What follows belongs to an exercise in optimizing a design on an open flow for small area, a short achievable clock period and few clock cycles per item; a production flow would make more cautious choices. Function was checked by simulation only, so behaviour that the tests miss may differ from the original. Power and IR drop assume default switching activity.

== build 41 ==
Design muldiv_unit, start of the top module:
module muldiv_unit #(
    parameter int XLEN       = 32,
    parameter int MUL_STAGES = 2
) (
    input  logic            clk,
    input  logic            reset,
    input  logic            flush,
    input  logic            in_valid,
    output logic            in_ready,
    input  logic [2:0]      op,
    input  logic [XLEN-1:0] operand_1,
    input  logic [XLEN-1:0] operand_2,
    output logic            out_valid,
    input  logic            out_ready,
    output logic [XLEN-1:0] result,
    output logic            zero,
    output logic            busy
);
Settings: LEC_CHECK=0, CAP_MARGIN=20, CORE_MARGIN=2, CORE_UTILIZATION=40, SLEW_MARGIN=20; clock period 11.0 ns.
standard.sh (not shown) runs the stock make flow with config.mk's settings and CLKGATE_MAP_FILE= SYNTH_SCRIPT=/design/flow/synth_recipe.tcl, a recipe that flattens the netlist after the stock synthesis.
==> flow/flow/run.sh <==
#!/bin/bash
# Standard ORFS layout (the standard.sh, unchanged synthesis), with
# port buffers of a real drive strength and timing repair aimed below the
# clock period so the achieved period shrinks. Constraints are the standard flow's.
# flow/knobs.txt holds extra make variables, one per line.
set -euo pipefail
mapfile -t KNOBS < <(grep -v '^#' flow/knobs.txt | grep -v '^$')
bash standard.sh \
  "BUFFER_PORTS_ARGS=-buffer_cell sky130_fd_sc_hd__buf_4" \
  "${KNOBS[@]}" \
  finish > flow_make.log 2>&1
==> flow/flow/knobs.txt <==
SETUP_SLACK_MARGIN=6.8
TNS_END_PERCENT=10
CORE_UTILIZATION=55
In summary, build 41 completed successfully, with a layout that passed the timing, DRC and antenna checks.
Testbench counts of build 41, summed over its fixed seeds: cycles 44,162, ops 4,800.
The following lists how build 2 was set up differently from build 41:
# build 41
export LEC_CHECK = 0
export CAP_MARGIN = 20
export CORE_MARGIN = 2
export CORE_UTILIZATION = 40
export SLEW_MARGIN = 20
create_clock -name core_clock -period 11.0 [get_ports {clk}]
# build 2
export LEC_CHECK = 0
export ABC_AREA = 1
export CAP_MARGIN = 20
export CORE_MARGIN = 2
export CORE_UTILIZATION = 40
export SLEW_MARGIN = 20
create_clock -name core_clock -period 11.0 [get_ports {clk}]
diff --git a/flow/flow/run.sh b/flow/flow/run.sh
--- a/flow/flow/run.sh
+++ b/flow/flow/run.sh
@@ -7,5 +7,5 @@
 mapfile -t KNOBS < <(grep -v '^#' flow/knobs.txt | grep -v '^$')
 bash standard.sh \
-  "BUFFER_PORTS_ARGS=-buffer_cell sky130_fd_sc_hd__buf_4" \
+  "BUFFER_PORTS_ARGS=-buffer_cell sky130_fd_sc_hd__buf_2" \
   "${KNOBS[@]}" \
   finish > flow_make.log 2>&1
==> flow/flow/knobs.txt <==
SETUP_SLACK_MARGIN=6.8
TNS_END_PERCENT=10
CTS_BUF_LIST=sky130_fd_sc_hd__clkbuf_8
CAP_MARGIN=10
SLEW_MARGIN=10
Per the comparison of build 2 with build 41, utilization after layout moved down; setup slack moved up; clock buffer count in the final layout moved down.
## Diff of input files: build 79 against build 2
# build 2
export LEC_CHECK = 0
export ABC_AREA = 1
export CAP_MARGIN = 20
export CORE_MARGIN = 2
export CORE_UTILIZATION = 40
export SLEW_MARGIN = 20
create_clock -name core_clock -period 11.0 [get_ports {clk}]
# build 79
export LEC_CHECK = 0
export CAP_MARGIN = 20
export CORE_MARGIN = 2
export CORE_UTILIZATION = 40
export SLEW_MARGIN = 20
create_clock -name core_clock -period 11.0 [get_ports {clk}]
diff --git a/flow/flow/run.sh b/flow/flow/run.sh
--- a/flow/flow/run.sh
+++ b/flow/flow/run.sh
@@ -7,5 +7,5 @@
 mapfile -t KNOBS < <(grep -v '^#' flow/knobs.txt | grep -v '^$')
 bash standard.sh \
-  "BUFFER_PORTS_ARGS=-buffer_cell sky130_fd_sc_hd__buf_2" \
+  "BUFFER_PORTS_ARGS=-buffer_cell sky130_fd_sc_hd__buf_4" \
   "${KNOBS[@]}" \
   finish > flow_make.log 2>&1
==> flow/flow/knobs.txt <==
SETUP_SLACK_MARGIN=6.8
TNS_END_PERCENT=10
- Largest fanout of any net on the critical path, build 2 and build 79: lower on build 79
- Build 79 has completed all stages; timing, DRC and antenna checks passed.
- Initial antenna violation count sits higher in build 79 than in build 2.
- In build 79, the relative slew slack came out 10 points above the value in build 2.
- Non-clock buffer count: build 2 and build 79 compared, higher one is build 79
- Per the comparison of build 79 with build 2, total buffers and inverters traversed by the critical path lower; antenna diode count higher.
Setup changes, build 79 to build 8
# build 79
export LEC_CHECK = 0
export CAP_MARGIN = 20
export CORE_MARGIN = 2
export CORE_UTILIZATION = 40
export SLEW_MARGIN = 20
create_clock -name core_clock -period 11.0 [get_ports {clk}]
# build 8
export LEC_CHECK = 0
export ABC_AREA = 1
export CAP_MARGIN = 20
export CORE_MARGIN = 2
export CORE_UTILIZATION = 40
export SLEW_MARGIN = 20
create_clock -name core_clock -period 11.0 [get_ports {clk}]
diff --git a/flow/flow/run.sh b/flow/flow/run.sh
--- a/flow/flow/run.sh
+++ b/flow/flow/run.sh
@@ -7,5 +7,5 @@
 mapfile -t KNOBS < <(grep -v '^#' flow/knobs.txt | grep -v '^$')
 bash standard.sh \
-  "BUFFER_PORTS_ARGS=-buffer_cell sky130_fd_sc_hd__buf_4" \
+  "BUFFER_PORTS_ARGS=-buffer_cell sky130_fd_sc_hd__buf_2" \
   "${KNOBS[@]}" \
   finish > flow_make.log 2>&1
==> flow/flow/knobs.txt <==
SETUP_SLACK_MARGIN=6.8
TNS_END_PERCENT=10
CTS_BUF_LIST=sky130_fd_sc_hd__clkbuf_8
- Build 8 against build 79: reported combinational group power now larger; slack of the critical path now smaller.
- The number of antenna violations at the first check in global routing reported for build 8 is smaller than that of build 79 by 3.
- The run showing the smaller combinational share of power is build 79.
- Build 8 against build 79; synthesized net count is up by more than 10%.
- Launching instance or port of the critical path = op[0]: build 79; launching instance or port of the critical path = r_rshi: build 8
- Routability congestion estimate from global placement: build 79 and build 8 compared, higher one is build 8
#### Input delta (build 80 over build 8)
# build 8
export LEC_CHECK = 0
export ABC_AREA = 1
export CAP_MARGIN = 20
export CORE_MARGIN = 2
export CORE_UTILIZATION = 40
export SLEW_MARGIN = 20
create_clock -name core_clock -period 11.0 [get_ports {clk}]
# build 80
export LEC_CHECK = 0
export CAP_MARGIN = 20
export CORE_MARGIN = 2
export CORE_UTILIZATION = 40
export SLEW_MARGIN = 20
create_clock -name core_clock -period 11.0 [get_ports {clk}]
diff --git a/flow/flow/run.sh b/flow/flow/run.sh
--- a/flow/flow/run.sh
+++ b/flow/flow/run.sh
@@ -7,5 +7,5 @@
 mapfile -t KNOBS < <(grep -v '^#' flow/knobs.txt | grep -v '^$')
 bash standard.sh \
-  "BUFFER_PORTS_ARGS=-buffer_cell sky130_fd_sc_hd__buf_2" \
+  "BUFFER_PORTS_ARGS=-buffer_cell sky130_fd_sc_hd__buf_4" \
   "${KNOBS[@]}" \
   finish > flow_make.log 2>&1
==> flow/flow/knobs.txt <==
SETUP_SLACK_MARGIN=7.0
TNS_END_PERCENT=10
Notes after the runs:
Build 80 vs build 8, sequential share of layout area went down by 1.0 points.
A endpoint of the worst setup timing path of r_x[25] is what build 80 shows, while result[4] belongs to build 8.
Compared with build 8, via count of the first global-routing pass in build 80 decreased by a few percent.
Comparing build 80 and build 8, via count normalized by instance count is higher on build 80.
Diff build 8 -> build 80: minimum period implied by the final worst setup slack down 0.097 ns; die area up 150 sq um; buffering stage count on the worst path with inverters included down 1.

## raven
Starting RTL as in the previous note.
export LEC_CHECK = 0
export ABC_AREA = 1
export CAP_MARGIN = 20
export CORE_MARGIN = 2
export CORE_UTILIZATION = 40
export SLEW_MARGIN = 20
create_clock -name core_clock -period 11.0 [get_ports {clk}]
==> flow/flow/run.sh <==
#!/bin/bash
# Standard ORFS layout (the standard.sh, unchanged synthesis), with
# port buffers of a real drive strength and timing repair aimed below the
# clock period so the achieved period shrinks. Constraints are the standard flow's.
# flow/knobs.txt holds extra make variables, one per line.
set -euo pipefail
mapfile -t KNOBS < <(grep -v '^#' flow/knobs.txt | grep -v '^$')
bash standard.sh \
  "BUFFER_PORTS_ARGS=-buffer_cell sky130_fd_sc_hd__buf_2" \
  "${KNOBS[@]}" \
  finish > flow_make.log 2>&1
==> flow/flow/knobs.txt <==
SETUP_SLACK_MARGIN=7.2
TNS_END_PERCENT=10
CTS_BUF_LIST=sky130_fd_sc_hd__clkbuf_8
Testbench counts of raven, summed over its fixed seeds: cycles 44,162, ops 4,800.
Changes in lagoon relative to raven:
Settings: removing ABC_AREA (formerly 1).
-- flow/flow/knobs.txt --
<<< raven, line 1
SETUP_SLACK_MARGIN=7.2
>>> lagoon, line 1
SETUP_SLACK_MARGIN=6.8
Notes after the runs:
In lagoon, worst-case hold slack is higher than in raven. Any difference in xor and xnor area share after synthesis between lagoon and raven is small enough to ignore. In lagoon the global-route wire length before repair turned out 12% lower than in raven. lagoon ends up with lower power per unit of standard cell area than raven does.
Setup changes, lagoon to amber
-- flow/flow/knobs.txt --
<<< lagoon, line 1
SETUP_SLACK_MARGIN=6.8
>>> amber, line 1
SETUP_SLACK_MARGIN=7.0
### Flow results
The fraction of cell area in non-clock buffers of amber is higher than that of lagoon.
Compared with lagoon, amber shows a post-CTS repair timing setup buffer count that is about 120% higher.
Diff amber..lagoon | die extent in x | unchanged
Delta (amber minus lagoon): post-route total power increased by 3.7% relative to the old numbers, hold slack decreased by 7.0 ps relative to the old numbers.
Looking at the reports, amber completed the entire flow and the layout it produced met the timing, DRC and antenna checks.

==> afterwards: timing with drivers on the ports <==
No port has a modelled driver above. Below, the same layouts with a new extraction and two added sets of constraints. Step 1, drivers: a clkbuf_16 drives clk and a buf_2 each remaining input, both assumed. Step 2 moves the port delays by t, midway between the first and last clock arrival at a register: inputs arrive t later, outputs are due t later. That takes back most of the time a late clock gives input paths. Slacks: ideal / step 1 / step 2; pairs: ideal / step 1.
run | shift t [ns] | setup slack, ns | hold WS [ns] | worst setup path after step 2 | slew at the worst register clock pin (ns)
build 41 | 0.521 | 6.642 / 6.585 / 6.265 | 0.501 / 0.501 / 0.501 | input to register | 0.08 / 0.08
build 2 | 0.587 | 6.669 / 6.613 / 6.246 | 0.457 / 0.457 / 0.457 | input to register | 0.11 / 0.11
build 79 | 0.522 | 6.700 / 6.692 / 6.206 | 0.497 / 0.497 / 0.497 | input to register | 0.07 / 0.07
build 8 | 0.586 | 6.664 / 6.610 / 6.238 | 0.458 / 0.458 / 0.458 | input to register | 0.11 / 0.11
build 80 | 0.526 | 6.762 / 6.729 / 6.555 | 0.502 / 0.502 / 0.502 | input to register | 0.08 / 0.08
raven | 0.599 | 6.718 / 6.662 / 6.498 | 0.460 / 0.460 / 0.460 | input to register | 0.12 / 0.12
lagoon | 0.579 | 6.658 / 6.603 / 6.147 | 0.501 / 0.501 / 0.501 | input to register | 0.11 / 0.11
amber | 0.550 | 6.730 / 6.730 / 6.400 | 0.494 / 0.494 / 0.494 | input to register | 0.12 / 0.12
After both steps setup and hold are still met in every run listed. For lagoon, which loses most, drivers alone change the setup slack by -0.055 ns; drivers and shift together by -0.511 ns.
